Background: an optimization exercise with open tools, aiming at small area, a short achievable clock period and few clock cycles. Do not read the settings as production practice.
RTL that was checked went through simulation tests only; none was proved equivalent to the original.
Only the layout flow was run in runs 1 and 3; the RTL was not checked for function there.

==> flow/config.mk <==
export PLATFORM = sky130hd
export DESIGN_NAME = rast_top
export DESIGN_NICKNAME = rast_top
export VERILOG_FILES = /design/flow/design.v
export SDC_FILE = /design/flow/constraint.sdc
export NUM_CORES = 4
export LEC_CHECK = 0
export ABC_CLOCK_PERIOD_IN_PS = 3500
export CAP_MARGIN = 20
export CORE_MARGIN = 2
export CORE_UTILIZATION = 60
export SETUP_SLACK_MARGIN = 5
export SLEW_MARGIN = 20
==> flow/constraint.sdc <==
create_clock -name core_clock -period 9.0 [get_ports {clk}]
set_input_delay 1.8000 -clock core_clock [delete_from_list [all_inputs] [get_ports {clk}]]
set_output_delay 1.8000 -clock core_clock [all_outputs]
set_load 0.01 [all_outputs]
==> flow/design.v <==
`timescale 1ns/10ps
package rast_pkg;
    localparam int CHUNK = 4;
endpackage
`timescale 1ns/10ps
module bbox_setup (
    input  logic               clk,
    input  logic               arst_n,
    input  logic               tri_valid,
    input  logic [47:0]        tri_x,
    input  logic [47:0]        tri_y,
    input  logic [23:0]        tri_color,
    input  logic [1:0]         sub_q,
    input  logic [12:0]        swm_q,
    input  logic [12:0]        shm_q,
    input  logic [13:0]        mask_m,
    output logic               halt,
    input  logic               w_accept,     
    output logic               s_ready,      
    output logic signed [28:0] e0_ld, e1_ld, e2_ld,
    output logic signed [14:0] a0_ld, a1_ld, a2_ld,
    output logic signed [14:0] b0_ld, b1_ld, b2_ld,
    output logic [12:0]        x_ld,
    output logic [12:0]        y_ld,
    output logic [12:0]        ym_ld,
    output logic [12:0]        wsamp_ld,     
    output logic [23:0]        col_ld
);
    localparam logic [1:0] ST_BOX = 2'd0, ST_DXY = 2'd1, ST_MUL = 2'd2, ST_DONE = 2'd3;
    logic        in_v;
    logic [1:0]  st;
    logic signed [14:0] vx0, vx1, vx2;     
    logic signed [14:0] vy0, vy1, vy2;
    logic [23:0] in_col;
    logic [12:0] bx, by;                   
    logic signed [13:0] bxm, bym;          
    logic [2:0]  kidx;                     
    logic signed [29:0] acc0, acc1, acc2;  
    logic        take, in_free;
    assign halt    = in_v;
    assign take    = tri_valid && !in_v;
    assign s_ready = in_v && (st == ST_DONE);
    logic signed [13:0] sx0, sx1, sx2, sy0, sy1, sy2, swm_s, shm_s;
    assign sx0 = vx0[13:0] & mask_m;
    assign sx1 = vx1[13:0] & mask_m;
    assign sx2 = vx2[13:0] & mask_m;
    assign sy0 = vy0[13:0] & mask_m;
    assign sy1 = vy1[13:0] & mask_m;
    assign sy2 = vy2[13:0] & mask_m;
    assign swm_s = {1'b0, swm_q};
    assign shm_s = {1'b0, shm_q};
    assign a0_ld = vy0 - vy1; assign b0_ld = vx1 - vx0;
    assign a1_ld = vy1 - vy2; assign b1_ld = vx2 - vx1;
    assign a2_ld = vy2 - vy0; assign b2_ld = vx0 - vx2;
    logic x01, x02, x12, y01, y02, y12;        
    logic xg0, xg1, xg2, yg0, yg1, yg2;        
    assign x01 = !b0_ld[14] && (b0_ld != 15'sd0);    
    assign x02 = b2_ld[14];                           
    assign x12 = !b1_ld[14] && (b1_ld != 15'sd0);    
    assign y01 = a0_ld[14];                           
    assign y02 = !a2_ld[14] && (a2_ld != 15'sd0);    
    assign y12 = a1_ld[14];                           
    assign xg0 = sx0 > swm_s; assign xg1 = sx1 > swm_s; assign xg2 = sx2 > swm_s;
    assign yg0 = sy0 > shm_s; assign yg1 = sy1 > shm_s; assign yg2 = sy2 > shm_s;
    logic signed [13:0] xlo_s, xhi_s, ylo_s, yhi_s;
    always_comb begin
        if (x01 && x02)       xlo_s = sx0;
        else if (!x01 && x12) xlo_s = sx1;
        else                  xlo_s = sx2;
        if (!x01 && !x02)     xhi_s = sx0;
        else if (x01 && !x12) xhi_s = sx1;
        else                  xhi_s = sx2;
        if (y01 && y02)       ylo_s = sy0;
        else if (!y01 && y12) ylo_s = sy1;
        else                  ylo_s = sy2;
        if (!y01 && !y02)     yhi_s = sy0;
        else if (y01 && !y12) yhi_s = sy1;
        else                  yhi_s = sy2;
    end
    logic        xneg, yneg, xover, yover, cull_box;
    assign xneg  = sx0[13] || sx1[13] || sx2[13];    
    assign yneg  = sy0[13] || sy1[13] || sy2[13];
    assign xover = xg0 || xg1 || xg2;                
    assign yover = yg0 || yg1 || yg2;
    assign cull_box = (sx0[13] && sx1[13] && sx2[13]) || (sy0[13] && sy1[13] && sy2[13]) ||
                      (xg0 && xg1 && xg2) || (yg0 && yg1 && yg2);
    function automatic logic [3:0] lop(input logic signed [14:0] v);
        logic [13:0] u;
        u = v[14] ? ~v[13:0] : v[13:0];
        lop = 4'd0;
        for (int i = 1; i < 14; i++) if (u[i]) lop = i[3:0];
    endfunction
    logic        pz, qz, pn, qn, bf_quick;
    logic [3:0]  lb0, la2, lb2, la0;
    logic [4:0]  lp, lq;
    always_ff @(posedge clk) begin
        if (in_v && st == ST_BOX) begin
            pz  <= (b0_ld == 15'sd0) || (a2_ld == 15'sd0);
            qz  <= (b2_ld == 15'sd0) || (a0_ld == 15'sd0);
            pn  <= b0_ld[14] ^ a2_ld[14];
            qn  <= b2_ld[14] ^ a0_ld[14];
            kst_q <= kstart;
            lb0 <= lop(b0_ld);
            la2 <= lop(a2_ld);
            lb2 <= lop(b2_ld);
            la0 <= lop(a0_ld);
        end
    end
    assign lp = {1'b0, lb0} + {1'b0, la2};
    assign lq = {1'b0, lb2} + {1'b0, la0};
    assign bf_quick = ((pz || pn) && (qz || !qn)) ||
                      (!pz && !pn && !qz && !qn && (lq > lp + 5'd2)) ||
                      (!pz && pn && !qz && qn && (lp > lq + 5'd2));
    logic signed [14:0] dx0, dx1, dx2, dy0, dy1, dy2;
    assign dx0 = vx0 - {2'b00, bx};
    assign dx1 = vx1 - {2'b00, bx};
    assign dx2 = vx2 - {2'b00, bx};
    assign dy0 = vy0 - {2'b00, by};
    assign dy1 = vy1 - {2'b00, by};
    assign dy2 = vy2 - {2'b00, by};
    function automatic logic ge(input logic signed [14:0] v, input int j);
        logic [13:0] u;
        u = v[14] ? ~v[13:0] : v[13:0];
        ge = |(u >> (j - 1));
    endfunction
    logic [2:0] kstart, kst_q;
    always_comb begin
        logic [7:0] need;
        logic [2:0] sh;
        sh = 3'd4 - {1'b0, sub_q};
        need = '0;
        need[1] = 1'b1;
        for (int k = 2; k < 8; k++) begin
            if (xneg)
                need[k] = ge(vx0, 2*k-1) || ge(vx1, 2*k-1) || ge(vx2, 2*k-1);
            else
                need[k] = ge(b0_ld, 2*k-2) || ge(b1_ld, 2*k-2) || ge(b2_ld, 2*k-2) ||
                          ({29'd0, sh} >= 2*k-1);
        end
        kstart = 3'd0;
        for (int k = 1; k < 8; k++) if (need[k]) kstart = k[2:0];
    end
    function automatic logic [2:0] digit(input logic signed [14:0] v, input logic [2:0] k);
        logic [16:0] p;
        p = {v[14], v, 1'b0};
        digit = p[2*k +: 3];
    endfunction
    logic [2:0] dg0, dg1, dg2;
    logic [2:0] kprev;
    assign kprev = kidx - 3'd1;
    function automatic logic [17:0] booth(input logic [2:0] d, input logic signed [14:0] m, input logic neg);
        logic [16:0] mag;
        logic        sg;
        case (d)
            3'b001, 3'b010, 3'b101, 3'b110: mag = {{2{m[14]}}, m};
            3'b011, 3'b100:                 mag = {m[14], m, 1'b0};
            default:                        mag = 17'd0;
        endcase
        sg = (d[2] && !(d[1] && d[0])) ^ neg;
        if (d == 3'b000 || d == 3'b111) sg = 1'b0;
        booth = {sg, mag ^ {17{sg}}};       
    endfunction
    function automatic logic [29:0] sx17(input logic [16:0] v);
        sx17 = {{13{v[16]}}, v};
    endfunction
    logic [17:0] pa0, pb0, pa1, pb1, pa2, pb2;
    assign pa0 = booth(dg0, vy1, 1'b0);
    assign pb0 = booth(dg1, vy0, 1'b1);
    assign pa1 = booth(dg2, vy1, 1'b0);
    assign pb1 = booth(dg1, vy2, 1'b1);
    assign pa2 = booth(dg2, vy0, 1'b0);
    assign pb2 = booth(dg0, vy2, 1'b1);
    function automatic logic [29:0] add3(input logic [29:0] x, y, z);
        logic [29:0] sm, cy;
        sm = x ^ y ^ z;
        cy = (x & y) | (x & z) | (y & z);
        add3 = sm + {cy[28:0], 1'b0};
    endfunction
    logic signed [29:0] acc0_n, acc1_n, acc2_n;
    assign acc0_n = add3({acc0[27:0], pa0[17] & pb0[17], pa0[17] ^ pb0[17]}, sx17(pa0[16:0]), sx17(pb0[16:0]));
    assign acc1_n = add3({acc1[27:0], pa1[17] & pb1[17], pa1[17] ^ pb1[17]}, sx17(pa1[16:0]), sx17(pb1[16:0]));
    assign acc2_n = add3({acc2[27:0], pa2[17] & pb2[17], pa2[17] ^ pb2[17]}, sx17(pa2[16:0]), sx17(pb2[16:0]));
    assign in_free = in_v && ((st == ST_BOX && cull_box) || (st == ST_DXY && bf_quick) ||
                              (st == ST_DONE && w_accept));
    always_ff @(posedge clk or negedge arst_n) begin
        if (!arst_n) begin
            in_v <= 1'b0;
            st   <= ST_BOX;
        end else begin
            if (take) begin
                in_v <= 1'b1;
                st   <= ST_BOX;
            end else if (in_free) begin
                in_v <= 1'b0;
                st   <= ST_BOX;
            end else if (in_v) begin
                case (st)
                    ST_BOX:  st <= ST_DXY;
                    ST_DXY:  st <= ST_MUL;
                    ST_MUL:  if (kidx == 3'd0) st <= ST_DONE;
                    default: ;
                endcase
            end
        end
    end
    always_ff @(posedge clk) begin
        if (take) begin
            vx0 <= {tri_x[13],  tri_x[13:0]};
            vx1 <= {tri_x[29],  tri_x[29:16]};
            vx2 <= {tri_x[45],  tri_x[45:32]};
            vy0 <= {tri_y[13],  tri_y[13:0]};
            vy1 <= {tri_y[29],  tri_y[29:16]};
            vy2 <= {tri_y[45],  tri_y[45:32]};
            in_col <= tri_color;
        end else if (in_v && st == ST_DXY) begin
            vx0 <= dx0; vx1 <= dx1; vx2 <= dx2;
            vy0 <= dy0; vy1 <= dy1; vy2 <= dy2;
        end
        if (in_v && st == ST_BOX) begin
            bx  <= xneg  ? 13'd0 : xlo_s[12:0];
            by  <= yneg  ? 13'd0 : ylo_s[12:0];
            bxm <= xover ? swm_s : xhi_s;
            bym <= yover ? shm_s : yhi_s;
        end
        if (in_v && st == ST_DXY) begin
            kidx <= kst_q;
            dg0  <= digit(dx0, kst_q);
            dg1  <= digit(dx1, kst_q);
            dg2  <= digit(dx2, kst_q);
            acc0 <= '0; acc1 <= '0; acc2 <= '0;
        end else if (in_v && st == ST_MUL) begin
            kidx <= kprev;
            dg0  <= digit(vx0, kprev);
            dg1  <= digit(vx1, kprev);
            dg2  <= digit(vx2, kprev);
            acc0 <= acc0_n; acc1 <= acc1_n; acc2 <= acc2_n;
        end
    end
    logic signed [29:0] ef1;
    assign ef1 = ~acc1;                    
    always_comb begin
        case (sub_q)
            2'd0:    begin e0_ld = {{3{acc0[29]}}, acc0[29:4]}; e1_ld = {{3{ef1[29]}}, ef1[29:4]}; e2_ld = {{3{acc2[29]}}, acc2[29:4]}; end
            2'd1:    begin e0_ld = {{2{acc0[29]}}, acc0[29:3]}; e1_ld = {{2{ef1[29]}}, ef1[29:3]}; e2_ld = {{2{acc2[29]}}, acc2[29:3]}; end
            2'd2:    begin e0_ld = {{1{acc0[29]}}, acc0[29:2]}; e1_ld = {{1{ef1[29]}}, ef1[29:2]}; e2_ld = {{1{acc2[29]}}, acc2[29:2]}; end
            default: begin e0_ld = acc0[29:1]; e1_ld = ef1[29:1]; e2_ld = acc2[29:1]; end
        endcase
    end
    logic [12:0] wbox;
    assign wbox = bxm[12:0] - bx;
    always_comb begin
        case (sub_q)
            2'd0:    wsamp_ld = {4'd0, wbox[12:4]};
            2'd1:    wsamp_ld = {3'd0, wbox[12:3]};
            2'd2:    wsamp_ld = {2'd0, wbox[12:2]};
            default: wsamp_ld = {1'd0, wbox[12:1]};
        endcase
    end
    assign x_ld   = bx;
    assign y_ld   = by;
    assign ym_ld  = bym[12:0];
    assign col_ld = in_col;
endmodule
`timescale 1ns/10ps
module sample_iterator #(
    parameter int NS = 4
) (
    input  logic               clk,
    input  logic               arst_n,
    input  logic [1:0]         sub_q,
    input  logic [12:0]        step_s,
    input  logic [12:0]        step_ns,
    input  logic               s_ready,
    input  logic signed [28:0] e0_ld, e1_ld, e2_ld,
    input  logic signed [14:0] a0_ld, a1_ld, a2_ld,
    input  logic signed [14:0] b0_ld, b1_ld, b2_ld,
    input  logic [12:0]        x_ld,
    input  logic [12:0]        y_ld,
    input  logic [12:0]        ym_ld,
    input  logic [12:0]        wsamp_ld,
    input  logic [23:0]        col_ld,
    output logic               w_accept,
    input  logic               sp_take,
    output logic               sp_v,
    output logic [12:0]        sp_f,
    output logic [12:0]        sp_l,
    output logic [12:0]        sp_y,
    output logic [23:0]        sp_col
);
    localparam int LNS = $clog2(NS);
    localparam int CW  = 13 - LNS;         
    logic          w_v, w_dir, w_rf;
    logic [12:0]   w_xc, w_y, w_ymp;     
    logic [CW-1:0] w_c, w_cl;
    logic [LNS-1:0] w_wl;
    logic [23:0]   w_col;
    logic          stall, w_rowend, w_last, w_adv, w_load;
    logic [NS-1:0] m0, m1, m2, w_mask;
    logic          w_re, w_lc, w_yl;
    logic [CW-1:0] w_cn;
    logic [12:0]   w_yn;
    assign w_cn     = w_dir ? w_c - 1'b1 : w_c + 1'b1;
    assign w_yn     = w_y + step_s;
    assign w_rowend = w_re;
    assign w_last   = w_re && w_yl;
    assign w_adv    = w_v && !stall;
    assign w_accept = !stall && (!w_v || w_last);
    assign w_load   = s_ready && w_accept;
    edge_unit #(.NS(NS)) u_e0 (.clk, .load(w_load), .e_ld(e0_ld), .a_ld(a0_ld), .b_ld(b0_ld),
                               .adv(w_adv), .rowstep(w_rowend), .dir(w_dir), .mask(m0));
    edge_unit #(.NS(NS)) u_e1 (.clk, .load(w_load), .e_ld(e1_ld), .a_ld(a1_ld), .b_ld(b1_ld),
                               .adv(w_adv), .rowstep(w_rowend), .dir(w_dir), .mask(m1));
    edge_unit #(.NS(NS)) u_e2 (.clk, .load(w_load), .e_ld(e2_ld), .a_ld(a2_ld), .b_ld(b2_ld),
                               .adv(w_adv), .rowstep(w_rowend), .dir(w_dir), .mask(m2));
    always_comb begin
        w_mask = m0 & m1 & m2;
        for (int k = 0; k < NS; k++)
            if (w_lc && k > w_wl) w_mask[k] = 1'b0;
    end
    always_ff @(posedge clk or negedge arst_n) begin
        if (!arst_n)       w_v <= 1'b0;
        else if (w_load)   w_v <= 1'b1;
        else if (w_accept) w_v <= 1'b0;
    end
    always_ff @(posedge clk) begin
        if (w_load) begin
            w_xc  <= x_ld;
            w_y   <= y_ld;
            w_ymp <= ym_ld - step_s;
            w_c   <= '0;
            w_cl  <= wsamp_ld[12:LNS];
            w_re  <= wsamp_ld[12:LNS] == '0;
            w_lc  <= wsamp_ld[12:LNS] == '0;
            w_yl  <= y_ld == ym_ld;
            w_wl  <= wsamp_ld[LNS-1:0];
            w_dir <= 1'b0;
            w_rf  <= 1'b1;
            w_col <= col_ld;
        end else if (w_adv) begin
            if (w_rowend) begin
                w_y   <= w_yn;
                w_yl  <= w_y == w_ymp;
                w_dir <= !w_dir;
                w_rf  <= 1'b1;
                w_re  <= w_cl == '0;
            end else begin
                w_xc <= w_dir ? w_xc - step_ns : w_xc + step_ns;
                w_c  <= w_cn;
                w_rf <= 1'b0;
                w_re <= w_dir ? (w_cn == '0) : (w_cn == w_cl);
                w_lc <= w_cn == w_cl;
            end
        end
    end
    logic          p_v, p_dir, p_rf, p_rl, p_has;
    logic [NS-1:0] p_mask;
    logic [12:0]   p_xc, p_y, p_f, p_l;
    logic [23:0]   p_col;
    logic          p_any, p_has_eff, p_has_n, p_push;
    logic [LNS-1:0] p_kf, p_kl;
    logic [12:0]   p_of, p_ol, p_f_n, p_l_n;
    always_comb begin
        p_any = |p_mask;
        p_kf = '0;
        for (int k = NS-1; k >= 0; k--) if (p_mask[k]) p_kf = k[LNS-1:0];
        p_kl = '0;
        for (int k = 0; k < NS; k++) if (p_mask[k]) p_kl = k[LNS-1:0];
        case (sub_q)
            2'd0:    begin p_of = 13'({p_kf, 4'd0}); p_ol = 13'({p_kl, 4'd0}); end
            2'd1:    begin p_of = 13'({p_kf, 3'd0}); p_ol = 13'({p_kl, 3'd0}); end
            2'd2:    begin p_of = 13'({p_kf, 2'd0}); p_ol = 13'({p_kl, 2'd0}); end
            default: begin p_of = 13'({p_kf, 1'd0}); p_ol = 13'({p_kl, 1'd0}); end
        endcase
        p_has_eff = p_rf ? 1'b0 : p_has;
        p_f_n = (p_any && !(!p_dir && p_has_eff)) ? p_xc + p_of : p_f;
        p_l_n = (p_any && !(p_dir && p_has_eff))  ? p_xc + p_ol : p_l;
        p_has_n = p_has_eff || p_any;
        p_push = p_v && p_rl && p_has_n;
    end
    logic        sq_v;                 
    logic [12:0] sq_f, sq_l, sq_y;
    logic [23:0] sq_col;
    assign stall = p_push && sq_v && !sp_take;
    always_ff @(posedge clk or negedge arst_n) begin
        if (!arst_n)     p_v <= 1'b0;
        else if (!stall) p_v <= w_adv;
    end
    always_ff @(posedge clk) begin
        if (!stall) begin
            if (w_adv) begin
                p_mask <= w_mask;
                p_xc   <= w_xc;
                p_y    <= w_y;
                p_dir  <= w_dir;
                p_rf   <= w_rf;
                p_rl   <= w_rowend;
                p_col  <= w_col;
            end
            if (p_v) begin
                p_f   <= p_f_n;
                p_l   <= p_l_n;
                p_has <= p_has_n;
            end
        end
    end
    logic push;
    assign push = p_push && !stall;
    always_ff @(posedge clk or negedge arst_n) begin
        if (!arst_n) begin
            sp_v <= 1'b0;
            sq_v <= 1'b0;
        end else begin
            if (sp_take) begin
                sp_v <= sq_v || push;
                sq_v <= sq_v && push;
            end else if (push) begin
                sp_v <= 1'b1;
                sq_v <= sp_v;
            end
        end
    end
    always_ff @(posedge clk) begin
        if ((sp_take && sq_v) ) begin
            sp_f <= sq_f; sp_l <= sq_l; sp_y <= sq_y; sp_col <= sq_col;
        end else if (push && (sp_take || !sp_v)) begin
            sp_f <= p_f_n; sp_l <= p_l_n; sp_y <= p_y; sp_col <= p_col;
        end
        if (push && ((sp_take && sq_v) || (!sp_take && sp_v))) begin
            sq_f <= p_f_n; sq_l <= p_l_n; sq_y <= p_y; sq_col <= p_col;
        end
    end
endmodule
`timescale 1ns/10ps
module edge_unit #(
    parameter int NS = 4
) (
    input  logic               clk,
    input  logic               load,
    input  logic signed [28:0] e_ld,
    input  logic signed [14:0] a_ld,
    input  logic signed [14:0] b_ld,
    input  logic               adv,       
    input  logic               rowstep,   
    input  logic               dir,       
    output logic [NS-1:0]      mask
);
    localparam int LNS = $clog2(NS);
    localparam int KW  = 15 + LNS;        
    localparam int EW  = KW;              
    logic signed [28:0] e;
    logic signed [14:0] a, b;
    always_ff @(posedge clk) begin
        if (load) begin
            e <= e_ld;
            a <= a_ld;
            b <= b_ld;
        end else if (adv) begin
            if (rowstep)  e <= e + {{14{b[14]}}, b};
            else if (dir) e <= e - {{(14-LNS){a[14]}}, a, {LNS{1'b0}}};
            else          e <= e + {{(14-LNS){a[14]}}, a, {LNS{1'b0}}};
        end
    end
    function automatic logic signed [KW-1:0] kmul(input logic signed [14:0] v, input int kk);
        logic signed [KW-1:0] v1;
        v1 = {{(KW-15){v[14]}}, v};
        case (kk)
            0: kmul = '0;
            1: kmul = v1;
            2: kmul = v1 <<< 1;
            3: kmul = v1 + (v1 <<< 1);
            4: kmul = v1 <<< 2;
            5: kmul = v1 + (v1 <<< 2);
            6: kmul = (v1 <<< 1) + (v1 <<< 2);
            default: kmul = (v1 <<< 3) - v1;
        endcase
    endfunction
    logic inr;
    assign inr = (e[28:EW-1] == '0) || (e[28:EW-1] == '1);
    genvar k;
    generate
        for (k = 0; k < NS; k++) begin : g_k
            logic signed [KW-1:0] ka;
            logic signed [EW:0]   sum;
            assign ka  = kmul(a, k);
            assign sum = {e[EW-1], e[EW-1:0]} + {{(EW+1-KW){ka[KW-1]}}, ka};
            assign mask[k] = inr ? !sum[EW] : !e[28];
        end
    endgenerate
endmodule
`timescale 1ns/10ps
module rast_top (
    input  logic        clk,
    input  logic        arst_n,
    input  logic        tri_valid,
    input  logic [47:0] tri_x,
    input  logic [47:0] tri_y,
    input  logic [23:0] tri_color,
    input  logic [15:0] screen_w,
    input  logic [15:0] screen_h,
    input  logic [1:0]  sub_sample,
    output logic        halt,
    output logic        hit_valid,
    output logic [15:0] hit_x,
    output logic [15:0] hit_y,
    output logic [23:0] hit_color
);
    localparam int NS = rast_pkg::CHUNK;
    logic [1:0]  sub_q;
    logic [12:0] swm_q, shm_q;             
    logic [3:0]  lowm;
    always_comb begin
        case (sub_sample)
            2'd0:    lowm = 4'b1111;
            2'd1:    lowm = 4'b0111;
            2'd2:    lowm = 4'b0011;
            default: lowm = 4'b0001;
        endcase
    end
    always_ff @(posedge clk) begin
        sub_q <= sub_sample;
        swm_q <= screen_w[12:0] & ~{9'd0, lowm};
        shm_q <= screen_h[12:0] & ~{9'd0, lowm};
    end
    logic [12:0] step_s, step_ns;
    logic [13:0] mask_m;
    always_comb begin
        case (sub_q)
            2'd0:    begin step_s = 13'd16; mask_m = 14'h3ff0; end
            2'd1:    begin step_s = 13'd8;  mask_m = 14'h3ff8; end
            2'd2:    begin step_s = 13'd4;  mask_m = 14'h3ffc; end
            default: begin step_s = 13'd2;  mask_m = 14'h3ffe; end
        endcase
        step_ns = step_s << $clog2(NS);
    end
    logic               s_ready, w_accept;
    logic signed [28:0] e0_ld, e1_ld, e2_ld;
    logic signed [14:0] a0_ld, a1_ld, a2_ld, b0_ld, b1_ld, b2_ld;
    logic [12:0]        x_ld, y_ld, ym_ld, wsamp_ld;
    logic [23:0]        col_ld;
    bbox_setup u_setup (
        .clk, .arst_n, .tri_valid, .tri_x, .tri_y, .tri_color,
        .sub_q, .swm_q, .shm_q, .mask_m, .halt, .w_accept, .s_ready,
        .e0_ld, .e1_ld, .e2_ld, .a0_ld, .a1_ld, .a2_ld, .b0_ld, .b1_ld, .b2_ld,
        .x_ld, .y_ld, .ym_ld, .wsamp_ld, .col_ld
    );
    logic        sp_take, sp_v;
    logic [12:0] sp_f, sp_l, sp_y;
    logic [23:0] sp_col;
    sample_iterator #(.NS(NS)) u_iter (
        .clk, .arst_n, .sub_q, .step_s, .step_ns, .s_ready,
        .e0_ld, .e1_ld, .e2_ld, .a0_ld, .a1_ld, .a2_ld, .b0_ld, .b1_ld, .b2_ld,
        .x_ld, .y_ld, .ym_ld, .wsamp_ld, .col_ld, .w_accept,
        .sp_take, .sp_v, .sp_f, .sp_l, .sp_y, .sp_col
    );
    logic        em_v, em_last;
    logic [12:0] em_x, em_l, em_y;
    logic [23:0] em_col;
    assign em_last = em_x == em_l;
    assign sp_take = sp_v && (!em_v || em_last);
    always_ff @(posedge clk or negedge arst_n) begin
        if (!arst_n)      em_v <= 1'b0;
        else if (sp_take) em_v <= 1'b1;
        else if (em_last) em_v <= 1'b0;
    end
    always_ff @(posedge clk) begin
        if (sp_take) begin
            em_x   <= sp_f;
            em_l   <= sp_l;
            em_y   <= sp_y;
            em_col <= sp_col;
        end else if (em_v) begin
            em_x <= em_x + step_s;
        end
    end
    assign hit_valid = em_v;
    assign hit_x     = {3'd0, em_x};
    assign hit_y     = {3'd0, em_y};
    assign hit_color = em_col;
endmodule
==> flow/run.sh <==
#!/bin/bash
# synth_recipe.tcl (not shown) runs the flow's synth.tcl, then flattens the netlist and writes it again
# the make line also repeats each setting of config.mk as NAME=value (left out here)
make -C /OpenROAD-flow-scripts/flow DESIGN_CONFIG=/design/flow/config.mk WORK_HOME=/design/flow/orfs CLKGATE_MAP_FILE= SYNTH_SCRIPT=/design/flow/synth_recipe.tcl finish
==> flow_summary.yaml, run 1 <==
critical_path:
  endpoint: "u_setup.acc2[25]"
  critical_path_required_ps: 9600
  timing.critical_path.cells: "buf_6, buf_12, xor2_4, buf_6, a221oi_4, fa_1, inv_1, ha_4, o21a_1, o31a_1, o311ai_4, o211ai_1, a311o_1, a221o_1, a211oi_4, buf_4, o21bai_1, a21oi_2, xor2_1, o21ai_1"
  worst_path_largest_cell_delay_ps: 500
  cp_slowest_cell: "edfxtp_1"
  buffer_and_inverter_count_on_the_worst_path: 5
  data_arrival_time_of_the_critical_path_ps: 5450
  regToRegSetupSlack_ps: 4160
  cp_common_cell: "buf_6"
  worst_r2r_endpoint: "u_setup.acc2[25]"
  rr_startpoint: "u_setup.dg0[1]"
  worst-r2r-cell-count: 20
  cp.depth: 20
  critPathTopFamily: "compound AO/OA/AOI/OAI gates"
  worst_setup_path_startpoint: "u_setup.dg0[1]"
  start_to_end_type_of_the_worst_setup_path: "reg2reg"
  cp-start-kind: "register"
  critPathCaptureType: "register"
  worstPathMaxFanout: 10
timing:
  grt_setup_unrepaired: "true"
  finalSetupTns_ps: 0
  worst_slew_pin_slew_ps: 1148
  final_critical_period_ps: 4843
  timing.slew.headroom_pct: 22.47
  worst_clock_skew_ps: 48.05
  setup_violations: 0
  timing.final.max_slew_violations: 0
  final_critical_path_setup_slack_ps: 4157
  finalCritPeriodShare_pct: 53.81
  finalHoldViolCount: 0
  max_freq_mhz: 206.5
clock_tree:
  clock_tree_root_buffer_cell: "clkbuf_16"
  clock-sinks: 854
  worst_path_clk_slew_ps: 60
  clock_insertion_delay_worst_skew_ps: 750
  htreeDepth: 3
  cts_tree: "done"
  cts-buffers-inserted: 96
  clock_path_buffers: 3
global_route:
  grt_overflow: 0
  grt_pass1_vias: 59850
  grt_first_pass_wirelength_mm: 360.5
  grt_max_degree: 122
  antenna_found_initial: 11
  track_usage_pct: 39.17
route:
  sum_of_met3_wire_segment_lengths_after_detailed_routing_mm: 31.13
  avgRoutedWirePerCell_um: 25.87
  wirelength_met1_mm: 97.79
  drt_wl_total_mm: 249.0
  number_of_nets_still_failing_antenna_checks_after_routing: 0
  first_pass_iters: 10
  dr_wl_met2_mm: 105.4
  num_vias: 63947
  remaining_drc_errors: 0
  maxUsedRoutingLayer: "met5"
  drtIter0Drc: 7666
  avgViaCountPerCell: 6.644
yosys:
  synth_edf_count: 717
  ys_seq_area_share_pct: 34.54
  synth_top_cell_by_area: "edfxtp_1"
  average_cell_area_after_synthesis_um2: 9.451
  synthFlopType: "edfxtp_1"
  synthTopCellsByArea: "edfxtp_1 (31%), ha_1 (13%), fa_1 (4.5%)"
  syn_inst: 7447
  yosys.cell_types.count: 104
  synth_seq_cells: 854
  async_s_r_ff_share_synth_pct: 0.9368
  synthDominantCellAreaShare_pct: 30.59
  synth.cell_area_um2: 70390
  synth_warnings: 4
floorplan:
  coreArea_um2: 116200
  initial_util_pct: 60.57
  die-area_um2: 120100
  die_width_um: 346.5
  chipHeight_um: 346.5
  io_pins: 215
  rows: 125
hold_path:
  hold_path.class: "reg2reg"
job:
  cap_violations: 0
placement:
  io_buffers: 187
  place_hpwl_mm: 168.2
  placedCellCount: 8965
  place_worst_setup_slack_ps: 3429
  gp_routability_congestion: 1.009
layout:
  post_route_cells_drive_above_1_share_pct: 17.94
  areaGrowthSynthToFinish_pct: 21.59
  fin_nets: 9034
  number_of_standard_cells_in_the_final_layout_excluding_fillers: 9625
run_status:
  run_status: "finished clean"
==> logic make-up after synthesis <==
| kind of cell | synth area share [%] |
|---|---|
| DFF | 34.54 |
| adders and majority gates | 17.05 |
| muxes | 3.370 |
| AOI/OAI and AO/OA | 20.21 |
| buffers and inverters | 4.126 |
| xor gates and xnor gates | 7.228 |
| and+or+nand+nor | 13.46 |
| other | 0.005328 |
==> metal layers <==
| metal | track usage (%) | vias up |
|---|---|---|
| li1 | - | 28750 |
| met1 | 53.34 | 30710 |
| met2 | 57.90 | 3679 |
| met3 | 10.47 | 798 |
| met4 | 18.82 | 10 |
| met5 | 0 | - |
==> worst reg2reg max path, cell delays in order, from the launching register on <==
cell	delay, ps
edfxtp_1	500
buf_6	170
buf_12	120
xor2_4	190
buf_6	170
a221oi_4	250
fa_1	460
inv_1	130
ha_4	220
o21a_1	180
o31a_1	150
o311ai_4	320
o211ai_1	210
a311o_1	360
a221o_1	360
a211oi_4	290
buf_4	170
o21bai_1	70
a21oi_2	170
xor2_1	160
o21ai_1	70
==> metrics by stage <==
stage / area, um^2 / hold WS, ps / util (%)
after global placement: 74220 / 400.1 / 63.87
final: 85580 / 402.8 / 73.65
after CTS: 82250 / 390.3 / 70.78
after floorplan: 70880 / 400.3 / -
after detailed placement: 74230 / 404.5 / 63.88
after global routing: 85570 / 397.7 / 73.64
==> Yosys cell counts (50+ instances only) <==
cell        n
nor4_1     51
a21o_1    219
nand3_1   145
xor2_1    240
buf_1      55
ha_1      705
a221oi_1   59
a21oi_1   566
nand2b_1   78
and3_1     58
nor3_1    138
inv_1     443
nor2_1    594
o22ai_1    82
xnor2_1   339
nand2_1   627
a211oi_1   68
a222oi_1   64
o21a_1     88
o31ai_1    50
o21ai_0   421
fa_1      159
clkbuf_1  236
or3_1      58
nor2b_1    86
dfxtp_1   129
a31oi_1    70
edfxtp_1  717
mux2i_1   102
mux2_2     82
==> repair_timing <==
item	4_1_cts	5_1_grt
endpoints found under the setup margin	569	404
gates cloned	22	6
pin swaps	165	272
hold buffers	0	0
setup buffers	265	181
resized for setup	446	402
==> how the worst min path moves through the flow <==
| stage | endpoint | cells past startpoint | from |
|---|---|---|---|
| finish | u_iter.p_col[12] | 0 | u_iter.w_col[12] |
| global placement | em_col[21] | 0 | u_iter.sp_col[21] |
| CTS | u_iter.p_col[12] | 0 | u_iter.w_col[12] |
| floorplan | em_col[0] | 0 | u_iter.sp_col[0] |
| detailed placement | em_col[15] | 0 | u_iter.sp_col[15] |
| global route | u_iter.w_col[7] | 0 | u_setup.in_col[7] |
==> sequential cells by signal, indices dropped and copies added (netlist names), 29 cells and up <==
name,cells
u_iter.u_e0.e,29
u_setup.acc2,30
u_setup.acc0,30
u_setup.acc1,30
u_iter.u_e1.e,29
u_iter.u_e2.e,29
==> cells in the final DEF, fill, tap and decap left out, types with 79 or more instances in the layout <==
| cell type | n |
|---|---|
| mux2_2 | 79 |
| nor3_1 | 120 |
| a21oi_1 | 484 |
| nor2b_1 | 81 |
| o21a_1 | 87 |
| o22ai_1 | 82 |
| mux2i_1 | 92 |
| fa_1 | 150 |
| nand3_1 | 130 |
| clkbuf_16 | 101 |
| inv_1 | 407 |
| nand2_1 | 600 |
| buf_4 | 464 |
| nor2_1 | 562 |
| o21ai_0 | 339 |
| edfxtp_1 | 717 |
| clkdlybuf4s50_1 | 187 |
| ha_1 | 666 |
| dfxtp_1 | 126 |
| xnor2_1 | 322 |
| a21o_1 | 219 |
| xor2_1 | 231 |
==> layout make-up <==
cell class              count  area, um^2
clock inverters            64       863.3
multi-input cells        5846       46930
repair inverters            3       23.77
inverters                 454        1809
repair buffers            758        7144
flip-flops and latches    854       24320
diodes                      4       10.01
fillers                  8359       30630
clock buffers             118        2567
well taps                1524        1907
==> inputs of run 2 (changes only) <==
--- a/flow/design.v
+++ b/flow/design.v
@@ -1,6 +1,7 @@
 `timescale 1ns/10ps
 package rast_pkg;
-    localparam int CHUNK = 4;
+    localparam int CHUNK_LOG = 2;
+    localparam int CHUNK     = 1 << CHUNK_LOG;
 endpackage
 `timescale 1ns/10ps
 module bbox_setup (
@@ -287,7 +288,7 @@
     output logic [12:0]        sp_y,
     output logic [23:0]        sp_col
 );
-    localparam int LNS = $clog2(NS);
+    localparam int LNS = rast_pkg::CHUNK_LOG;
     localparam int CW  = 13 - LNS;         
     logic          w_v, w_dir, w_rf;
     logic [12:0]   w_xc, w_y, w_ymp;     
@@ -444,7 +445,7 @@
     input  logic               dir,       
     output logic [NS-1:0]      mask
 );
-    localparam int LNS = $clog2(NS);
+    localparam int LNS = rast_pkg::CHUNK_LOG;
     localparam int KW  = 15 + LNS;        
     localparam int EW  = KW;              
     logic signed [28:0] e;
@@ -530,7 +531,7 @@
             2'd2:    begin step_s = 13'd4;  mask_m = 14'h3ffc; end
             default: begin step_s = 13'd2;  mask_m = 14'h3ffe; end
         endcase
-        step_ns = step_s << $clog2(NS);
+        step_ns = step_s << rast_pkg::CHUNK_LOG;
     end
     logic               s_ready, w_accept;
     logic signed [28:0] e0_ld, e1_ld, e2_ld;
--- a/flow/config.mk
+++ b/flow/config.mk
@@ -8,6 +8,6 @@
 export ABC_CLOCK_PERIOD_IN_PS = 3500
 export CAP_MARGIN = 20
 export CORE_MARGIN = 2
-export CORE_UTILIZATION = 60
+export CORE_UTILIZATION = 40
 export SETUP_SLACK_MARGIN = 5
 export SLEW_MARGIN = 20
==> flow_summary.yaml, run 2 <==
run_status:
  run_status: "finished clean"
timing:
  timing.final.max_slew_violations: 0
  finalCritPeriodShare_pct: 54.78
  final_critical_period_ps: 4930
  whs_ps: 404.9
  worst_slew_pin_slew_ps: 1112
  worst_clock_skew_ps: 62.30
  timing.slew.headroom_pct: 25.11
  setup_violations: 0
  max_freq_mhz: 202.8
  finalHoldViolCount: 0
  finalSetupTns_ps: 0
  grt_setup_unrepaired: "true"
  final_critical_path_setup_slack_ps: 4070
global_route:
  track_usage_pct: 26.69
  antenna_found_initial: 8
  grt_overflow: 0
  grt_max_degree: 118
  grt_first_pass_wirelength_mm: 367.0
  grt_pass1_vias: 58471
yosys:
  synth_top_cell_by_area: "edfxtp_1"
  synthTopCellsByArea: "edfxtp_1 (31%), ha_1 (13%), fa_1 (4.5%)"
  synthDominantCellAreaShare_pct: 30.59
  synth.cell_area_um2: 70380
  synth_commonest_cells: "edfxtp_1 (717), ha_1 (705), nand2_1 (627), nor2_1 (593), a21oi_1 (568)"
  average_cell_area_after_synthesis_um2: 9.450
  ys_seq_area_share_pct: 34.55
  synthFlopType: "edfxtp_1"
  syn_inst: 7448
  library_cell_with_the_highest_instance_count_after_synthesis: "edfxtp_1"
  synth_seq_cells: 854
  synth_edf_count: 717
  synth_warnings: 4
  async_s_r_ff_share_synth_pct: 0.9368
  yosys.cell_types.count: 104
placement:
  gp_routability_congestion: 0.9574
  io_buffers: 187
  placedCellCount: 9755
  place_worst_setup_slack_ps: 3034
  place_hpwl_mm: 175.3
floorplan:
  die_width_um: 423.5
  die-area_um2: 179300
  rows: 153
  chipHeight_um: 423.5
  coreArea_um2: 174400
  initial_util_pct: 40.36
  io_pins: 215
clock_tree:
  clock-sinks: 854
  worst_path_clk_slew_ps: 60
  htreeDepth: 3
  clock_tree_root_buffer_cell: "clkbuf_16"
  cts_tree: "done"
  cts_hold_buf: 0
  cts-buffers-inserted: 102
  clock_path_buffers: 3
  clock_insertion_delay_worst_skew_ps: 780
critical_path:
  critPathCaptureType: "register"
  start_to_end_type_of_the_worst_setup_path: "reg2reg"
  worstPathMaxFanout: 8
  critical_path_required_ps: 9610
  data_arrival_time_of_the_critical_path_ps: 5540
  cp-start-kind: "register"
layout:
  multi_input_area_um2: 47100
  biggest_regs: "u_setup.acc0 x30, u_setup.acc1 x30, u_setup.acc2 x30"
  area.sequential_um2: 24320
  number_of_standard_cells_in_the_final_layout_excluding_fillers: 10530
  layout.cells.most_common: "edfxtp_1"
  fin_nets: 9132
  final_core_util_pct: 50.30
  layout.filler_cells: 15626
  areaGrowthSynthToFinish_pct: 24.64
  mostFrequentLayoutCells: "edfxtp_1 (717), ha_1 (670), nand2_1 (592)"
  post_route_cells_drive_above_1_share_pct: 19.45
route:
  first_pass_iters: 15
  avgRoutedWirePerCell_um: 24.30
  remaining_drc_errors: 0
  drt_wl_total_mm: 255.9
  drtIter0Drc: 6949
  avgViaCountPerCell: 6.002
  num_vias: 63202
  number_of_nets_still_failing_antenna_checks_after_routing: 0
job:
  cap_violations: 0
hold_path:
  hold_path.class: "reg2reg"
-- run 2: cell types whose count changed after synthesis, sizes merged, moves of 2 or more --
cell	change
o21a	+3
a21o	-3
xnor2	+2
or3	-2
a21oi	+2
a221oi	-2
buf	-4
o21ai	+3
xor2	-2
clkbuf	+3
nor2b	+2
-- run 2: final cells by class --
cell class | count | area share, %
Tap cell | 2325 | 3.316
Timing Repair inverter | 2 | 0.01997
Sequential cell | 854 | 27.73
Multi-Input combinational cell | 5849 | 53.69
Clock buffer | 124 | 3.156
Timing Repair Buffer | 848 | 9.137
Antenna cell | 5 | 0.01426
Inverter | 454 | 2.074
Clock inverter | 69 | 0.8643
-- run 2: worst max-delay path, stage by stage (launching register included) --
cell	delay (ps)
edfxtp_1	380
buf_6	160
buf_12	140
nand2b_1	200
a21oi_1	270
a211oi_1	110
fa_1	480
ha_2	220
inv_2	70
fa_2	230
nor2b_2	60
o31a_1	300
o311ai_4	310
o211ai_1	250
a311o_1	400
a221o_1	370
a211oi_4	260
buf_4	170
o21ai_1	60
a31oi_1	190
xnor2_1	140
o21ai_1	70
-- run 2: path summary, 6_finish.rpt --
path | startpoint | end | slack [ps] | cells after the start
min in group asynchronous | arst_n | em_v | 1490 | 1
min reg2reg | u_iter.w_col[6] | u_iter.p_col[6] | 400 | 0
max | u_setup.dg0[2] | u_setup.acc2[29] | 4070 | 21
min | u_iter.w_col[6] | u_iter.p_col[6] | 400 | 0
max reg2reg | u_setup.dg0[2] | u_setup.acc2[29] | 4070 | 21
max in group asynchronous | arst_n | u_setup.st[1] | 6950 | 1
-- run 2: what timing repair did --
| action | CTS | global route |
|---|---|---|
| setup buffers | 315 | 230 |
| setup endpoints to repair | 585 | 445 |
| resized for setup | 460 | 467 |
| pin swaps | 191 | 279 |
| hold endpoints to repair | 0 | 0 |
| cloned | 21 | 11 |
-- run 2: per-layer routing --
| metal | vias to the layer above | global-route usage, % | part of all wire, % |
|---|---|---|---|
| met3 | 659 | 4.925 | 9.5 |
| met5 | - | 0 | 0.022 |
| met2 | 3029 | 39.59 | 42 |
| li1 | 28994 | - | - |
| met4 | 8 | 11.70 | 5.4 |
| met1 | 30512 | 37.79 | 43 |
-- run 2: cells by family (layout without fill, tap and decap cells) --
kind of cell	Yosys count	after routing	share of synthesized area [%]
AO/OA/AOI/OAI	2150	2150	20.21
flip-flops	854	854	34.55
AND/OR/NAND/NOR	2034	2044	13.46
multiplexers	203	203	3.371
other	1	12	0.005328
XOR/XNOR	580	581	7.228
buffers and inverters	762	1497	4.117
adder cells (fa/ha/maj)	864	864	17.06
-- run 2: through the flow --
stage / instance area (um^2)
floorplan: 70880
global placement: 75080
detailed placement: 75110
CTS: 83660
global route: 87710
finish: 87720
Testbench counts of run 2, summed over its fixed seeds: cycles 19,127.
==> inputs of run 3 (changes only) <==
--- a/flow/design.v
+++ b/flow/design.v
@@ -1,7 +1,6 @@
 `timescale 1ns/10ps
 package rast_pkg;
-    localparam int CHUNK_LOG = 2;
-    localparam int CHUNK     = 1 << CHUNK_LOG;
+    localparam int CHUNK = 4;
 endpackage
 `timescale 1ns/10ps
 module bbox_setup (
@@ -27,9 +26,9 @@
     output logic [12:0]        wsamp_ld,     
     output logic [23:0]        col_ld
 );
-    localparam logic [1:0] ST_BOX = 2'd0, ST_DXY = 2'd1, ST_MUL = 2'd2, ST_DONE = 2'd3;
+    localparam logic [2:0] ST_BOX = 3'd0, ST_DXY = 3'd1, ST_MUL = 3'd2, ST_FIN = 3'd3, ST_DONE = 3'd4;
     logic        in_v;
-    logic [1:0]  st;
+    logic [2:0]  st;
     logic signed [14:0] vx0, vx1, vx2;     
     logic signed [14:0] vy0, vy1, vy2;
     logic [23:0] in_col;
@@ -37,6 +36,7 @@
     logic signed [13:0] bxm, bym;          
     logic [2:0]  kidx;                     
     logic signed [29:0] acc0, acc1, acc2;  
+    logic [29:0] cac0, cac1, cac2;         
     logic        take, in_free;
     assign halt    = in_v;
     assign take    = tri_valid && !in_v;
@@ -55,12 +55,12 @@
     assign a2_ld = vy2 - vy0; assign b2_ld = vx0 - vx2;
     logic x01, x02, x12, y01, y02, y12;        
     logic xg0, xg1, xg2, yg0, yg1, yg2;        
-    assign x01 = !b0_ld[14] && (b0_ld != 15'sd0);    
-    assign x02 = b2_ld[14];                           
-    assign x12 = !b1_ld[14] && (b1_ld != 15'sd0);    
-    assign y01 = a0_ld[14];                           
-    assign y02 = !a2_ld[14] && (a2_ld != 15'sd0);    
-    assign y12 = a1_ld[14];                           
+    assign x01 = !b0_ld[14];      
+    assign x02 = b2_ld[14];       
+    assign x12 = !b1_ld[14];      
+    assign y01 = a0_ld[14];       
+    assign y02 = !a2_ld[14];      
+    assign y12 = a1_ld[14];       
     assign xg0 = sx0 > swm_s; assign xg1 = sx1 > swm_s; assign xg2 = sx2 > swm_s;
     assign yg0 = sy0 > shm_s; assign yg1 = sy1 > shm_s; assign yg2 = sy2 > shm_s;
     logic signed [13:0] xlo_s, xhi_s, ylo_s, yhi_s;
@@ -100,7 +100,6 @@
             qz  <= (b2_ld == 15'sd0) || (a0_ld == 15'sd0);
             pn  <= b0_ld[14] ^ a2_ld[14];
             qn  <= b2_ld[14] ^ a0_ld[14];
-            kst_q <= kstart;
             lb0 <= lop(b0_ld);
             la2 <= lop(a2_ld);
             lb2 <= lop(b2_ld);
@@ -119,27 +118,19 @@
     assign dy0 = vy0 - {2'b00, by};
     assign dy1 = vy1 - {2'b00, by};
     assign dy2 = vy2 - {2'b00, by};
-    function automatic logic ge(input logic signed [14:0] v, input int j);
-        logic [13:0] u;
-        u = v[14] ? ~v[13:0] : v[13:0];
-        ge = |(u >> (j - 1));
-    endfunction
-    logic [2:0] kstart, kst_q;
+    logic [2:0] kstart;
     always_comb begin
-        logic [7:0] need;
-        logic [2:0] sh;
-        sh = 3'd4 - {1'b0, sub_q};
-        need = '0;
-        need[1] = 1'b1;
-        for (int k = 2; k < 8; k++) begin
-            if (xneg)
-                need[k] = ge(vx0, 2*k-1) || ge(vx1, 2*k-1) || ge(vx2, 2*k-1);
-            else
-                need[k] = ge(b0_ld, 2*k-2) || ge(b1_ld, 2*k-2) || ge(b2_ld, 2*k-2) ||
-                          ({29'd0, sh} >= 2*k-1);
-        end
+        logic [15:0] d0, d1, d2;
+        d0 = {dx0[14], dx0};
+        d1 = {dx1[14], dx1};
+        d2 = {dx2[14], dx2};
         kstart = 3'd0;
-        for (int k = 1; k < 8; k++) if (need[k]) kstart = k[2:0];
+        for (int k = 1; k < 8; k++) begin
+            if (!(d0[2*k+1] == d0[2*k] && d0[2*k] == d0[2*k-1]) ||
+                !(d1[2*k+1] == d1[2*k] && d1[2*k] == d1[2*k-1]) ||
+                !(d2[2*k+1] == d2[2*k] && d2[2*k] == d2[2*k-1]))
+                kstart = k[2:0];
+        end
     end
     function automatic logic [2:0] digit(input logic signed [14:0] v, input logic [2:0] k);
         logic [16:0] p;
@@ -147,8 +138,9 @@
         digit = p[2*k +: 3];
     endfunction
     logic [2:0] dg0, dg1, dg2;
-    logic [2:0] kprev;
-    assign kprev = kidx - 3'd1;
+    assign dg0 = digit(vx0, kidx);
+    assign dg1 = digit(vx1, kidx);
+    assign dg2 = digit(vx2, kidx);
     function automatic logic [17:0] booth(input logic [2:0] d, input logic signed [14:0] m, input logic neg);
         logic [16:0] mag;
         logic        sg;
@@ -171,16 +163,21 @@
     assign pb1 = booth(dg1, vy2, 1'b1);
     assign pa2 = booth(dg2, vy0, 1'b0);
     assign pb2 = booth(dg0, vy2, 1'b1);
-    function automatic logic [29:0] add3(input logic [29:0] x, y, z);
+    function automatic logic [59:0] csa(input logic [29:0] x, y, z);
         logic [29:0] sm, cy;
         sm = x ^ y ^ z;
         cy = (x & y) | (x & z) | (y & z);
-        add3 = sm + {cy[28:0], 1'b0};
+        csa = {sm, cy[28:0], 1'b0};
     endfunction
-    logic signed [29:0] acc0_n, acc1_n, acc2_n;
-    assign acc0_n = add3({acc0[27:0], pa0[17] & pb0[17], pa0[17] ^ pb0[17]}, sx17(pa0[16:0]), sx17(pb0[16:0]));
-    assign acc1_n = add3({acc1[27:0], pa1[17] & pb1[17], pa1[17] ^ pb1[17]}, sx17(pa1[16:0]), sx17(pb1[16:0]));
-    assign acc2_n = add3({acc2[27:0], pa2[17] & pb2[17], pa2[17] ^ pb2[17]}, sx17(pa2[16:0]), sx17(pb2[16:0]));
+    function automatic logic [59:0] step4(input logic [29:0] s0, c0, input logic [17:0] pa, pb);
+        logic [59:0] t;
+        t = csa({s0[27:0], 1'b0, pa[17]}, {c0[27:0], 1'b0, pb[17]}, sx17(pa[16:0]));
+        step4 = csa(t[59:30], t[29:0], sx17(pb[16:0]));
+    endfunction
+    logic [59:0] st0_n, st1_n, st2_n;
+    assign st0_n = step4(acc0, cac0, pa0, pb0);
+    assign st1_n = step4(acc1, cac1, pa1, pb1);
+    assign st2_n = step4(acc2, cac2, pa2, pb2);
     assign in_free = in_v && ((st == ST_BOX && cull_box) || (st == ST_DXY && bf_quick) ||
                               (st == ST_DONE && w_accept));
     always_ff @(posedge clk or negedge arst_n) begin
@@ -198,7 +195,8 @@
                 case (st)
                     ST_BOX:  st <= ST_DXY;
                     ST_DXY:  st <= ST_MUL;
-                    ST_MUL:  if (kidx == 3'd0) st <= ST_DONE;
+                    ST_MUL:  if (kidx == 3'd0) st <= ST_FIN;
+                    ST_FIN:  st <= ST_DONE;
                     default: ;
                 endcase
             end
@@ -224,17 +222,15 @@
             bym <= yover ? shm_s : yhi_s;
         end
         if (in_v && st == ST_DXY) begin
-            kidx <= kst_q;
-            dg0  <= digit(dx0, kst_q);
-            dg1  <= digit(dx1, kst_q);
-            dg2  <= digit(dx2, kst_q);
+            kidx <= kstart;
             acc0 <= '0; acc1 <= '0; acc2 <= '0;
+            cac0 <= '0; cac1 <= '0; cac2 <= '0;
         end else if (in_v && st == ST_MUL) begin
-            kidx <= kprev;
-            dg0  <= digit(vx0, kprev);
-            dg1  <= digit(vx1, kprev);
-            dg2  <= digit(vx2, kprev);
-            acc0 <= acc0_n; acc1 <= acc1_n; acc2 <= acc2_n;
+            kidx <= kidx - 3'd1;
+            acc0 <= st0_n[59:30]; acc1 <= st1_n[59:30]; acc2 <= st2_n[59:30];
+            cac0 <= st0_n[29:0];  cac1 <= st1_n[29:0];  cac2 <= st2_n[29:0];
+        end else if (in_v && st == ST_FIN) begin
+            acc0 <= acc0 + cac0; acc1 <= acc1 + cac1; acc2 <= acc2 + cac2;
         end
     end
     logic signed [29:0] ef1;
@@ -288,7 +284,7 @@
     output logic [12:0]        sp_y,
     output logic [23:0]        sp_col
 );
-    localparam int LNS = rast_pkg::CHUNK_LOG;
+    localparam int LNS = $clog2(NS);
     localparam int CW  = 13 - LNS;         
     logic          w_v, w_dir, w_rf;
     logic [12:0]   w_xc, w_y, w_ymp;     
@@ -445,7 +441,7 @@
     input  logic               dir,       
     output logic [NS-1:0]      mask
 );
-    localparam int LNS = rast_pkg::CHUNK_LOG;
+    localparam int LNS = $clog2(NS);
     localparam int KW  = 15 + LNS;        
     localparam int EW  = KW;              
     logic signed [28:0] e;
@@ -531,7 +527,7 @@
             2'd2:    begin step_s = 13'd4;  mask_m = 14'h3ffc; end
             default: begin step_s = 13'd2;  mask_m = 14'h3ffe; end
         endcase
-        step_ns = step_s << rast_pkg::CHUNK_LOG;
+        step_ns = step_s << $clog2(NS);
     end
     logic               s_ready, w_accept;
     logic signed [28:0] e0_ld, e1_ld, e2_ld;
@@ -554,9 +550,17 @@
         .sp_take, .sp_v, .sp_f, .sp_l, .sp_y, .sp_col
     );
     logic        em_v, em_last;
-    logic [12:0] em_x, em_l, em_y;
+    logic [12:0] em_x, em_n, em_y, sp_len, sp_n;
     logic [23:0] em_col;
-    assign em_last = em_x == em_l;
+    assign sp_len = sp_l - sp_f;
+    always_comb begin
+        case (sub_q)
+            2'd0:    sp_n = {4'd0, sp_len[12:4]};
+            2'd1:    sp_n = {3'd0, sp_len[12:3]};
+            2'd2:    sp_n = {2'd0, sp_len[12:2]};
+            default: sp_n = {1'd0, sp_len[12:1]};
+        endcase
+    end
     assign sp_take = sp_v && (!em_v || em_last);
     always_ff @(posedge clk or negedge arst_n) begin
         if (!arst_n)      em_v <= 1'b0;
@@ -565,12 +569,15 @@
     end
     always_ff @(posedge clk) begin
         if (sp_take) begin
-            em_x   <= sp_f;
-            em_l   <= sp_l;
-            em_y   <= sp_y;
-            em_col <= sp_col;
+            em_x    <= sp_f;
+            em_n    <= sp_n;
+            em_last <= sp_n == 13'd0;
+            em_y    <= sp_y;
+            em_col  <= sp_col;
         end else if (em_v) begin
-            em_x <= em_x + step_s;
+            em_x    <= em_x + step_s;
+            em_n    <= em_n - 13'd1;
+            em_last <= em_n == 13'd1;
         end
     end
     assign hit_valid = em_v;
==> flow_summary.yaml, run 3 <==
yosys:
  library_cell_with_the_highest_instance_count_after_synthesis: "nand2_1"
  synth_commonest_cells: "nand2_1 (813), ha_1 (718), edfxtp_1 (706), a21oi_1 (633), nor2_1 (585)"
  synthTopCellsByArea: "edfxtp_1 (28%), ha_1 (12%), fa_1 (6.2%)"
  syn_inst: 7800
  synth_seq_cells: 931
  yosys.cell_types.count: 96
  synthDominantCellAreaShare_pct: 28.49
  ys_seq_area_share_pct: 34.60
  average_cell_area_after_synthesis_um2: 9.542
  synth_edf_count: 706
  synthFlopType: "edfxtp_1"
  synth_warnings: 4
  synth_top_cell_by_area: "edfxtp_1"
  async_s_r_ff_share_synth_pct: 0.9667
  synth.cell_area_um2: 74430
hold_path:
  hold_path.class: "reg2reg"
placement:
  place_worst_setup_slack_ps: 3451
  placedCellCount: 10288
  detailed_place.area_um2: 79350
  place_hpwl_mm: 185.9
  io_buffers: 187
  gp_routability_congestion: 0.9762
floorplan:
  initial_util_pct: 40.18
  die-area_um2: 189500
  io_pins: 215
  die_width_um: 435.4
  rows: 158
  chipHeight_um: 435.4
  coreArea_um2: 185200
clock_tree:
  cts_hold_buf: 0
  clock_tree_root_buffer_cell: "clkbuf_16"
  htreeDepth: 3
  cts_tree: "done"
  worst_path_clk_slew_ps: 60
  clock_insertion_delay_worst_skew_ps: 790
  cts-buffers-inserted: 108
  clock-sinks: 931
  clock_path_buffers: 3
critical_path:
  cp_slowest_cell: "edfxtp_1"
  worst_r2r_endpoint: "u_setup.acc2[19]"
  worst_setup_path_startpoint: "u_setup.vx2[0]"
  cp.depth: 15
  cp_common_cell: "fa_1"
  timing.critical_path.cells: "buf_4, mux4_2, mux2i_4, inv_2, ha_4, mux2_8, o21ai_4, xor2_4, buf_12, buf_16, fa_1, fa_1, or2_4, o31a_1, o21ai_1"
  endpoint: "u_setup.acc2[19]"
  regToRegSetupSlack_ps: 4830
  data_arrival_time_of_the_critical_path_ps: 4870
  worst_path_largest_cell_delay_ps: 550
  critical_path_required_ps: 9700
  buffer_and_inverter_count_on_the_worst_path: 4
  worst-r2r-cell-count: 15
  cp-start-kind: "register"
  start_to_end_type_of_the_worst_setup_path: "reg2reg"
  critPathCaptureType: "register"
  rr_startpoint: "u_setup.vx2[0]"
  critPathTopFamily: "multiplexers"
  worstPathMaxFanout: 6
timing:
  worst_slew_pin_slew_ps: 1091
  finalCritPeriodShare_pct: 46.34
  final_critical_path_setup_slack_ps: 4829
  finalHoldViolCount: 0
  max_freq_mhz: 239.7
  timing.final.max_slew_violations: 0
  grt_setup_unrepaired: "true"
  setup_violations: 0
  final_critical_period_ps: 4171
  timing.slew.headroom_pct: 27.25
  worst_clock_skew_ps: 92.77
  finalSetupTns_ps: 0
global_route:
  grt_max_degree: 89
  track_usage_pct: 26.45
  grt_first_pass_wirelength_mm: 382.3
  antenna_found_initial: 24
  grt_overflow: 0
  grt_pass1_vias: 61282
layout:
  number_of_standard_cells_in_the_final_layout_excluding_fillers: 10787
  final_cell_area_um2: 87590
  biggest_regs: "u_setup.acc0 x30, u_setup.acc1 x30, u_setup.acc2 x30"
  post_route_cells_drive_above_1_share_pct: 13.06
  fin_nets: 9309
  final_core_util_pct: 47.29
  layout.cells.most_common: "nand2_1"
  areaGrowthSynthToFinish_pct: 17.69
  mostFrequentLayoutCells: "nand2_1 (795), edfxtp_1 (706), ha_1 (700)"
route:
  remaining_drc_errors: 0
  number_of_nets_still_failing_antenna_checks_after_routing: 0
  first_pass_iters: 9
  drtIter0Drc: 5775
  avgRoutedWirePerCell_um: 24.16
  avgViaCountPerCell: 5.859
  drt_wl_total_mm: 260.6
  num_vias: 63197
run_status:
  run_status: "finished clean"
job:
  cap_violations: 0
-- run 3: cell count changes after synthesis, moves of 43 or more --
| cell | previous run | this run |
|---|---|---|
| o22ai_1 | 82 | 20 |
| xor2_1 | 238 | 180 |
| a222oi_1 | 64 | 0 |
| a211oi_1 | 68 | 144 |
| a21oi_1 | 568 | 633 |
| mux4_2 | 19 | 62 |
| fa_1 | 159 | 232 |
| a22oi_1 | 42 | 106 |
| xnor2_1 | 341 | 442 |
| dfxtp_1 | 129 | 216 |
| nand2_1 | 627 | 813 |
-- run 3: layout make-up --
class,count,area [um^2]
well taps,2480,3103
repair inverters,1,8.758
clock inverters,69,759.5
flip-flops and latches,931,25760
inverters,492,1913
fillers,17239,97640
repair buffers,566,5326
diodes,10,25.02
clock buffers,136,2909
multi-input cells,6102,47780
-- run 3: what timing repair did --
action,4_1_cts,5_1_grt
cloned,10,5
endpoints found under the setup margin,542,207
gates resized for setup,210,293
pin swaps,135,270
buffers inserted,191,78
-- run 3: kinds of logic after synthesis --
group | synth area share (%)
xor gates and xnor gates | 7.320
DFF | 34.60
other | 0.005039
and+or+nand+nor | 13.03
buffers and inverters | 3.986
AOI/OAI and AO/OA | 18.46
adders and majority gates | 18.31
muxes | 4.290
-- run 3: how the worst min path moves through the flow --
stage                           start         endpoint  slack, ps  cells past startpoint
floorplan            u_iter.sp_col[0]        em_col[0]        400                      0
global placement      u_iter.w_col[1]  u_iter.p_col[1]        400                      0
detailed placement     u_iter.sp_y[5]          em_y[5]        400                      0
CTS                    u_iter.sp_y[5]          em_y[5]        420                      0
global route        u_setup.in_col[6]  u_iter.w_col[6]        420                      0
finish                 u_iter.sp_y[5]          em_y[5]        410                      0
-- run 3: routing by layer --
metal | GRT usage (%) | part of all wire, %
met5 | 0 | 0.017
met4 | 11.70 | 4.8
met3 | 4.547 | 8.5
met2 | 40.98 | 44
met1 | 36.19 | 43
-- run 3: stage by stage --
stage	hold WS, ps
after floorplan	400.3
after global placement	400.5
after detailed placement	404.5
after CTS	415.9
after global routing	417.7
final	413.2
==> inputs of run 4 (changes only) <==
--- a/flow/design.v
+++ b/flow/design.v
@@ -1,6 +1,7 @@
 `timescale 1ns/10ps
 package rast_pkg;
-    localparam int CHUNK = 4;
+    localparam int CHUNK_LOG = 2;
+    localparam int CHUNK     = 1 << CHUNK_LOG;
 endpackage
 `timescale 1ns/10ps
 module bbox_setup (
@@ -284,7 +285,7 @@
     output logic [12:0]        sp_y,
     output logic [23:0]        sp_col
 );
-    localparam int LNS = $clog2(NS);
+    localparam int LNS = rast_pkg::CHUNK_LOG;
     localparam int CW  = 13 - LNS;         
     logic          w_v, w_dir, w_rf;
     logic [12:0]   w_xc, w_y, w_ymp;     
@@ -441,7 +442,7 @@
     input  logic               dir,       
     output logic [NS-1:0]      mask
 );
-    localparam int LNS = $clog2(NS);
+    localparam int LNS = rast_pkg::CHUNK_LOG;
     localparam int KW  = 15 + LNS;        
     localparam int EW  = KW;              
     logic signed [28:0] e;
@@ -527,7 +528,7 @@
             2'd2:    begin step_s = 13'd4;  mask_m = 14'h3ffc; end
             default: begin step_s = 13'd2;  mask_m = 14'h3ffe; end
         endcase
-        step_ns = step_s << $clog2(NS);
+        step_ns = step_s << rast_pkg::CHUNK_LOG;
     end
     logic               s_ready, w_accept;
     logic signed [28:0] e0_ld, e1_ld, e2_ld;
==> flow_summary.yaml, run 4 <==
run_status:
  run_status: "finished clean"
yosys:
  synth_commonest_cells: "nand2_1 (791), a21oi_1 (737), ha_1 (718), edfxtp_1 (706), nor2_1 (575)"
  synth_seq_cells: 931
  synthDominantCellAreaShare_pct: 28.55
  synth_edf_count: 706
  ys_seq_area_share_pct: 34.68
  average_cell_area_after_synthesis_um2: 9.479
  yosys.cell_types.count: 93
  synthTopCellsByArea: "edfxtp_1 (29%), ha_1 (12%), fa_1 (6.3%)"
  library_cell_with_the_highest_instance_count_after_synthesis: "nand2_1"
  synth_top_cell_by_area: "edfxtp_1"
  synth.cell_area_um2: 74250
  syn_inst: 7834
  synthFlopType: "edfxtp_1"
  synth_warnings: 4
  async_s_r_ff_share_synth_pct: 0.9667
route:
  remaining_drc_errors: 0
  number_of_nets_still_failing_antenna_checks_after_routing: 0
  drt_wl_total_mm: 255.3
  drtIter0Drc: 6248
  avgViaCountPerCell: 5.875
  first_pass_iters: 6
  avgRoutedWirePerCell_um: 23.72
  num_vias: 63226
layout:
  biggest_regs: "u_setup.acc0 x30, u_setup.acc1 x30, u_setup.acc2 x30"
  post_route_cells_drive_above_1_share_pct: 11.45
  mostFrequentLayoutCells: "nand2_1 (778), a21oi_1 (709), edfxtp_1 (706)"
  number_of_standard_cells_in_the_final_layout_excluding_fillers: 10762
  final_core_util_pct: 46.95
  layout.filler_cells: 17215
  layout.cells.most_common: "nand2_1"
  multi_input_area_um2: 47280
  final_cell_area_um2: 86790
  area.sequential_um2: 25760
  fin_nets: 9283
  areaGrowthSynthToFinish_pct: 16.88
global_route:
  track_usage_pct: 25.85
  antenna_found_initial: 28
  grt_max_degree: 125
  grt_first_pass_wirelength_mm: 376.5
  grt_overflow: 0
  grt_pass1_vias: 61039
timing:
  finalSetupTns_ps: 0
  max_freq_mhz: 240.4
  timing.final.max_slew_violations: 0
  finalCritPeriodShare_pct: 46.22
  setup_violations: 0
  final_critical_period_ps: 4160
  worst_slew_pin_slew_ps: 1187
  whs_ps: 411.2
  worst_clock_skew_ps: 56.75
  timing.slew.headroom_pct: 20.22
  finalHoldViolCount: 0
  grt_setup_unrepaired: "true"
floorplan:
  die_width_um: 434.9
  initial_util_pct: 40.17
  io_pins: 215
  rows: 158
  chipHeight_um: 434.9
  coreArea_um2: 184800
  die-area_um2: 189100
critical_path:
  worstPathMaxFanout: 7
  endpoint: "u_setup.acc2[27]"
  worst_r2r_endpoint: "u_setup.acc2[27]"
  critPathCaptureType: "register"
  rr_startpoint: "u_setup.kidx[1]"
  critical_path_required_ps: 9650
  cp-start-kind: "register"
  start_to_end_type_of_the_worst_setup_path: "reg2reg"
  worst_setup_path_startpoint: "u_setup.kidx[1]"
  worst-r2r-cell-count: 14
  data_arrival_time_of_the_critical_path_ps: 4810
  regToRegSetupSlack_ps: 4840
placement:
  detailed_place.area_um2: 79000
  gp_routability_congestion: 0.9498
  placedCellCount: 10285
  place_hpwl_mm: 183.2
  io_buffers: 187
clock_tree:
  worst_path_clk_slew_ps: 60
  cts-buffers-inserted: 111
  clock_tree_root_buffer_cell: "clkbuf_16"
  cts_hold_buf: 0
  clock_path_buffers: 3
  clock_insertion_delay_worst_skew_ps: 800
  htreeDepth: 3
  cts_tree: "done"
  clock-sinks: 931
job:
  cap_violations: 0
hold_path:
  hold_path.class: "reg2reg"
run 4: critical path, cell delays in order (launching register included):
cell	delay [ps]
edfxtp_1	400
buf_6	120
buf_6	120
mux4_2	570
mux2i_4	220
inv_2	70
ha_4	180
mux2_8	370
o21ai_4	190
xor2_4	220
buf_12	170
fa_1	430
fa_1	540
a21oi_1	80
a221o_1	320
run 4: per-layer routing:
metal / global-route usage, % / share of wire, % / vias up / routed length, um
li1: - / - / 29246 / -
met5: 0 / 0.011 / - / 29
met3: 4.179 / 8.4 / 516 / 21350
met1: 35.37 / 42 / 30938 / 107900
met4: 10.74 / 4.9 / 4 / 12490
met2: 40.60 / 44 / 2522 / 113500
run 4: cells by family after synthesis:
family | after synthesis | share of synthesized area, %
and+or+nand+nor | 2147 | 13.22
AOI/OAI and AO/OA | 2211 | 18.83
other | 1 | 0.005050
muxes | 173 | 3.476
buffers and inverters | 799 | 4.103
DFF | 931 | 34.68
xor gates and xnor gates | 622 | 7.337
adders and majority gates | 950 | 18.35
run 4: final cells by class:
class                      instances  share of cell area (%)
clock inverter                    75                   1.070
inverter                         496                   2.209
multi-input combinational       6115                   54.48
sequential                       931                   29.68
clock buffer                     133                   3.365
antenna                           11                 0.03172
tap                             2480                   3.575
timing repair buffer             521                   5.585
run 4: repair_timing:
action                                  CTS  global route
resized for setup                       177           212
gates cloned                              6             5
pin swaps                               107           210
buffers inserted                        170            76
endpoints found under the setup margin  419           245
run 4: worst min path at each step:
| stage | from | to | cells past startpoint |
|---|---|---|---|
| 2_1_floorplan | u_iter.sp_col[0] | em_col[0] | 0 |
| 3_3_place_gp | u_setup.in_col[17] | u_iter.w_col[17] | 0 |
| 3_5_place_dp | u_iter.sp_col[17] | em_col[17] | 0 |
| 4_1_cts | u_iter.w_col[17] | u_iter.p_col[17] | 0 |
| 5_1_grt | u_iter.w_col[17] | u_iter.p_col[17] | 0 |
| 6_report | u_setup.in_col[15] | u_iter.w_col[15] | 0 |
run 4: stage by stage:
stage	setup WS [ps]
global route	4731
CTS	4890
detailed placement	3407
global placement	3473
floorplan	4959
finish	4840
Testbench counts of run 4, summed over its fixed seeds: cycles 19,154.

-- re-timing with driven ports --
The results above use ideal ports. As a check the final layouts listed here were re-extracted and re-timed, cells and wires unchanged. Step 1 (the two cells are an assumption about what drives the block):
set clk [get_ports {clk}]
set_driving_cell -lib_cell sky130_fd_sc_hd__clkbuf_16 $clk
set_driving_cell -lib_cell sky130_fd_sc_hd__buf_2 [delete_from_list [all_inputs] $clk]
Step 2 adds t to the input delays and takes it off the output delays; t is the mean of the earliest and latest rising clock arrival at the registers after step 1. Input paths then give back, and output paths get back, about the clock's delay inside the block. Slacks: ideal ports / drivers / drivers and shift; pairs: ideal ports / drivers.
| run | t, ns | slack for setup (ns) | latest minus earliest clock arrival (ns) | worst register clock-pin slew, ns |
|---|---|---|---|---|
| run 1 | 0.803 | 4.157 / 4.157 / 4.157 | 0.053 / 0.053 | 0.07 / 0.07 |
| run 2 | 0.832 | 4.070 / 4.070 / 4.070 | 0.063 / 0.063 | 0.07 / 0.07 |
| run 3 | 0.843 | 4.829 / 4.829 / 4.255 | 0.093 / 0.094 | 0.07 / 0.07 |
| run 4 | 0.860 | 4.840 / 4.840 / 4.387 | 0.057 / 0.056 | 0.07 / 0.07 |
After both steps setup and hold are still met in every run listed. The setup slack of run 3, which loses most, moves by 0.000 ns with the drivers and by -0.574 ns with both steps.
